Context: an optimization exercise on an open-source flow, tuned for small area. The choices shown serve that exercise and are no tape-out recipe.
The RTL was checked by simulation tests, not by an equivalence proof against the original design.

== rev 12 ==
==> module ats_timer_array, before the edit <==
module ats_timer_array #(
    parameter int unsigned NUM_CLOCKS = 16,
    parameter int unsigned NUM_ALARMS = 24,
    parameter int unsigned CNT_W      = 16,
    parameter int unsigned PULSE_LEN  = 2
) (
    input  logic                  clk,
    input  logic                  reset,
    input  logic                  cmd_valid,
    output logic                  cmd_ready,
    input  logic [31:0]           cmd_data,
    output logic                  rsp_valid,
    output logic                  rsp_ack,
    output logic [NUM_ALARMS-1:0] alarm_pulse,
    output logic [NUM_ALARMS-1:0] alarm_pending,
    input  logic [NUM_ALARMS-1:0] pend_clr,
    output logic                  irq
);
    localparam int NC = 16;
    localparam int NA = 24;
    localparam int W  = 16;
    localparam logic [2:0] OP_NOP     = 3'b000;
    localparam logic [2:0] OP_SET_CLK = 3'b001;
    localparam logic [2:0] OP_CLK_EN  = 3'b010;
    localparam logic [2:0] OP_MODE    = 3'b011;
    localparam logic [2:0] OP_SET_ALM = 3'b101;
    localparam logic [2:0] OP_SET_TMR = 3'b110;
    localparam logic [2:0] OP_ALM_EN  = 3'b111;
    logic [2:0]   pre;
    logic         active, clk_lock, alm_lock;
    logic [W-1:0] cnt   [NC];
    logic [1:0]   rate  [NC];
    logic [NC-1:0] clk_en;
    logic [W-1:0] dst  [NA];
    logic [3:0]   aclk  [NA];
    logic [NA-1:0] alm_en, alm_rep, pc;
    logic [NA-1:0] pend;          
    logic         wl_q;           
    logic         rst_q;          
    logic [4:0]   wl_alm;         
    logic [W-1:0] xd;
    logic [2:0]   op;
    logic [3:0]   c_idx, ref_clk;
    logic [4:0]   a_idx;
    logic [W-1:0] cmd_val;
    logic         cmd_ok, cmd_acc, cmd_do;
    assign op      = cmd_data[31:29];
    assign c_idx   = cmd_data[28:25];
    assign a_idx   = cmd_data[28:24];
    assign ref_clk = cmd_data[19:16];
    assign cmd_val = cmd_data[W-1:0];
    assign cmd_acc = cmd_valid && cmd_ready;
    assign cmd_do  = cmd_acc && cmd_ok && !reset;
    logic a_idx_ok;
    assign a_idx_ok = (a_idx < 5'd24);
    always_comb begin
        case (op)
            OP_NOP, OP_MODE:       cmd_ok = 1'b1;
            OP_SET_CLK, OP_CLK_EN: cmd_ok = !clk_lock;
            OP_SET_TMR:            cmd_ok = a_idx_ok && !alm_lock && (cmd_val != '0);
            OP_SET_ALM, OP_ALM_EN: cmd_ok = a_idx_ok && !alm_lock;
            default:               cmd_ok = 1'b0;
        endcase
    end
    logic do_setclk, do_clken, do_mode, do_alm, do_almld;
    assign do_setclk = cmd_do && (op == OP_SET_CLK);
    assign do_clken  = cmd_do && (op == OP_CLK_EN);
    assign do_mode   = cmd_do && (op == OP_MODE);
    assign do_alm    = cmd_do && op[2];
    assign do_almld  = do_alm && (op[1:0] != 2'b11);
    logic [3:0]    tick;
    logic [NC-1:0] clk_step, clk_set;
    assign tick = {&pre, &pre[1:0], pre[0], 1'b1};
    always_comb begin
        for (int c = 0; c < NC; c++) begin
            clk_step[c] = active && clk_en[c] && tick[rate[c]];
            clk_set[c]  = do_setclk && (c_idx == 4'(c));
        end
    end
    logic [3:0]   msel;
    logic [W-1:0] mcnt, sub_b, x, xr;
    logic         x_cin;
    assign msel  = op[2] ? ref_clk : c_idx;
    always_comb begin
        mcnt = '0;
        for (int c = 0; c < NC; c++)
            if (msel == 4'(c)) mcnt = cnt[c];
    end
    assign sub_b = (op[2:1] == 2'b11) ? '0 : mcnt;
    assign x_cin = !clk_step[msel];
    assign x     = cmd_val + ~sub_b + W'(x_cin);
    assign xr    = reset ? '0 : (op[2] ? x : ~x);
    logic [NA-1:0] fire, wr;
    for (genvar i = 0; i < NA; i++) begin : g_alm
        logic         st, ld, pw, pa, zero;
        logic [W:0]   cy;
        logic [W-1:0] opa, opb, sum;
        assign st    = clk_step[aclk[i]];
        assign pw    = rst_q || (wl_q && (wl_alm == 5'(i)));
        assign pa    = pw || pend[i];
        assign ld    = do_setclk && (aclk[i] == c_idx);
        assign wr[i] = do_alm && (a_idx == 5'(i));
        assign cy[0] = !st;
        for (genvar b = 0; b < W; b++) begin : g_fa
            assign opa[b]  = dst[i][b] || pw;
            assign opb[b]  = xd[b] || !pa;
            assign sum[b]  = opa[b] ^ opb[b] ^ cy[b];
            assign cy[b+1] = (opa[b] & opb[b]) | (cy[b] & (opa[b] ^ opb[b]));
        end
        assign zero    = (sum == '0);
        assign fire[i] = alm_en[i] && st && !ld && !wr[i] && zero;
        always_ff @(posedge clk) begin
            dst[i] <= sum;
            if (reset) begin
                aclk[i]    <= '0;
                alm_en[i]  <= 1'b0;
                alm_rep[i] <= 1'b0;
            end else if (wr[i]) begin
                if (op[1:0] != 2'b11) begin
                    aclk[i]    <= ref_clk;
                    alm_en[i]  <= 1'b1;
                    alm_rep[i] <= !op[1] && cmd_data[23];
                end else begin
                    alm_en[i]  <= cmd_data[23];
                end
            end else if (fire[i] && !alm_rep[i]) begin
                alm_en[i] <= 1'b0;
            end
            pc[i]          <= !reset && fire[i];
            pend[i]        <= ld;
            alarm_pulse[i] <= !reset && (fire[i] || (pc[i] && !wr[i]));
            if (reset)              alarm_pending[i] <= 1'b0;
            else if (fire[i])       alarm_pending[i] <= 1'b1;
            else if (pend_clr[i])   alarm_pending[i] <= 1'b0;
        end
    end
    logic [W-1:0] valr;
    assign valr = reset ? '0 : cmd_val;
    for (genvar c = 0; c < NC; c++) begin : g_clk
        logic [W:0]   ic;
        logic [W-1:0] inc;
        assign ic[0] = clk_step[c];
        for (genvar b = 0; b < W; b++) begin : g_inc
            assign inc[b]  = cnt[c][b] ^ ic[b];
            assign ic[b+1] = cnt[c][b] & ic[b];
        end
        always_ff @(posedge clk) begin
            cnt[c] <= (reset || clk_set[c]) ? valr : inc;
            if (reset) begin
                rate[c]   <= '0;
                clk_en[c] <= 1'b0;
            end else if (clk_set[c]) begin
                rate[c]   <= cmd_data[23:22];
                clk_en[c] <= 1'b1;
            end else if (do_clken && (c_idx == 4'(c))) begin
                clk_en[c] <= cmd_data[23];
            end
        end
    end
    always_ff @(posedge clk) begin
        if (reset) begin
            pre       <= '0;
            active    <= 1'b1;
            clk_lock  <= 1'b0;
            alm_lock  <= 1'b0;
            cmd_ready <= 1'b0;
            rsp_valid <= 1'b0;
            rsp_ack   <= 1'b0;
        end else begin
            cmd_ready <= 1'b1;
            rsp_valid <= cmd_acc;
            rsp_ack   <= cmd_acc && cmd_ok;
            if (active) pre <= pre + 3'd1;
            if (do_mode) begin
                active   <= cmd_data[28];
                clk_lock <= cmd_data[27];
                alm_lock <= cmd_data[26];
            end
        end
        wl_alm <= a_idx;
        rst_q  <= reset;
        wl_q   <= do_almld;
        xd     <= xr;
    end
    assign irq = |alarm_pending;
endmodule
Settings: LEC_CHECK=0, ABC_AREA=1, CAP_MARGIN=20, CORE_MARGIN=2, CORE_UTILIZATION=20, PLACE_DENSITY=0.28, SLEW_MARGIN=20; clock period 9.0 ns.
run.sh (not shown) runs the stock make flow with config.mk's settings and CLKGATE_MAP_FILE= SYNTH_SCRIPT=/design/flow/synth_recipe.tcl, a recipe that flattens the netlist after the stock synthesis.
Inputs modified between rev 12 and rev 13:
--- a/flow/design.v
+++ b/flow/design.v
@@ -35,9 +35,7 @@
     logic [3:0]   aclk  [NA];
     logic [NA-1:0] alm_en, alm_rep, pc;
-    logic [NA-1:0] pend;          
-    logic         wl_q;           
-    logic         rst_q;          
-    logic [4:0]   wl_alm;         
-    logic [W-1:0] xd;
+    logic         ld_q;           
+    logic [3:0]   ld_clk;         
+    logic [W-1:0] xd;             
     logic [2:0]   op;
     logic [3:0]   c_idx, ref_clk;
@@ -70,5 +68,5 @@
     assign do_almld  = do_alm && (op[1:0] != 2'b11);
     logic [3:0]    tick;
-    logic [NC-1:0] clk_step, clk_set;
+    logic [NC-1:0] clk_step, clk_set, stp;
     assign tick = {&pre, &pre[1:0], pre[0], 1'b1};
     always_comb begin
@@ -76,4 +74,5 @@
             clk_step[c] = active && clk_en[c] && tick[rate[c]];
             clk_set[c]  = do_setclk && (c_idx == 4'(c));
+            stp[c]      = clk_step[c] && !clk_set[c];
         end
     end
@@ -88,28 +87,27 @@
     end
     assign sub_b = (op[2:1] == 2'b11) ? '0 : mcnt;
-    assign x_cin = !clk_step[msel];
+    assign x_cin = op[2] ? !clk_step[ref_clk] : 1'b1;
     assign x     = cmd_val + ~sub_b + W'(x_cin);
-    assign xr    = reset ? '0 : (op[2] ? x : ~x);
+    assign xr    = reset ? '0 : x;
     logic [NA-1:0] fire, wr;
     for (genvar i = 0; i < NA; i++) begin : g_alm
-        logic         st, ld, pw, pa, zero;
+        logic         st, pend, wrl, rw, zero;
         logic [W:0]   cy;
-        logic [W-1:0] opa, opb, sum;
-        assign st    = clk_step[aclk[i]];
-        assign pw    = rst_q || (wl_q && (wl_alm == 5'(i)));
-        assign pa    = pw || pend[i];
-        assign ld    = do_setclk && (aclk[i] == c_idx);
+        logic [W-1:0] opb, sum;
+        assign st   = stp[aclk[i]];
+        assign pend = ld_q && (aclk[i] == ld_clk);
         assign wr[i] = do_alm && (a_idx == 5'(i));
+        assign wrl  = do_almld && (a_idx == 5'(i));
+        assign rw   = reset || wrl;
         assign cy[0] = !st;
         for (genvar b = 0; b < W; b++) begin : g_fa
-            assign opa[b]  = dst[i][b] || pw;
-            assign opb[b]  = xd[b] || !pa;
-            assign sum[b]  = opa[b] ^ opb[b] ^ cy[b];
-            assign cy[b+1] = (opa[b] & opb[b]) | (cy[b] & (opa[b] ^ opb[b]));
+            assign opb[b]  = !(pend && xd[b]);
+            assign sum[b]  = dst[i][b] ^ opb[b] ^ cy[b];
+            assign cy[b+1] = (dst[i][b] & opb[b]) | (cy[b] & (dst[i][b] ^ opb[b]));
         end
         assign zero    = (sum == '0);
-        assign fire[i] = alm_en[i] && st && !ld && !wr[i] && zero;
+        assign fire[i] = alm_en[i] && st && !wr[i] && zero;
         always_ff @(posedge clk) begin
-            dst[i] <= sum;
+            dst[i] <= rw ? xr : sum;
             if (reset) begin
                 aclk[i]    <= '0;
@@ -117,5 +115,5 @@
                 alm_rep[i] <= 1'b0;
             end else if (wr[i]) begin
-                if (op[1:0] != 2'b11) begin
+                if (wrl) begin
                     aclk[i]    <= ref_clk;
                     alm_en[i]  <= 1'b1;
@@ -128,5 +126,4 @@
             end
             pc[i]          <= !reset && fire[i];
-            pend[i]        <= ld;
             alarm_pulse[i] <= !reset && (fire[i] || (pc[i] && !wr[i]));
             if (reset)              alarm_pending[i] <= 1'b0;
@@ -167,8 +164,10 @@
             rsp_valid <= 1'b0;
             rsp_ack   <= 1'b0;
+            ld_q      <= 1'b0;
         end else begin
             cmd_ready <= 1'b1;
             rsp_valid <= cmd_acc;
             rsp_ack   <= cmd_acc && cmd_ok;
+            ld_q      <= do_setclk;
             if (active) pre <= pre + 3'd1;
             if (do_mode) begin
@@ -178,8 +177,6 @@
             end
         end
-        wl_alm <= a_idx;
-        rst_q  <= reset;
-        wl_q   <= do_almld;
-        xd     <= xr;
+        ld_clk <= c_idx;
+        xd     <= x;
     end
     assign irq = |alarm_pending;
The layout from rev 13, despite a flow that completed every stage, fails the layout checks, with the failing checks listed as setup timing. Number of endpoints failing setup at the final stage was higher in the run labelled rev 13. Taking rev 12 as the reference, in rev 13 post-placement setup slack has decreased, share of the cycle needed by the critical path after routing went up. Between rev 12 and rev 13, number of non-clock inverters increased. Rev 12 → rev 13: sequential cell area shrank by 2.7%; peak supply drop fell about 36%. Summary of the comparison: sequential cell area share is lower in rev 13, relative to rev 12. Against rev 12, post-route cell area in rev 13 came out worse. Starting utilization of the core area: rev 13 vs rev 12 — no meaningful difference. In the metrics for rev 13 and rev 12, the one carrying the lower post-route worst hold slack is rev 12. Number of antenna violations at the first check in global routing: rev 13 vs rev 12 up 16.

## port drivers added, routing unchanged
The flow's constraints put no driver on any port. The routed layouts listed below were extracted and timed again, unchanged, in two steps.
Step 1, drivers: a clkbuf_16 drives clk and a buf_2 each remaining input, both assumed.
Step 2 times the ports against the registers' clock, not the clock port: input delays grow and output delays shrink by t, the midpoint of the rising clock arrivals with the driver on.
Three values: ideal, step 1, step 2; two values: the first two.
run	t, ns	setup WS [ns]	hold WS [ns]	worst setup path at the end	clock arrival spread, ns
rev 12	0.865	0.165 / 0.165 / 0.165	0.435 / 0.435 / 0.435	register to register	0.035 / 0.035
rev 13	0.888	-1.104 / -1.064 / -1.952	0.452 / 0.452 / 0.452	input to register	0.064 / 0.064
For rev 13, which loses most, drivers alone change the setup slack by +0.040 ns; drivers and shift together by -0.848 ns.
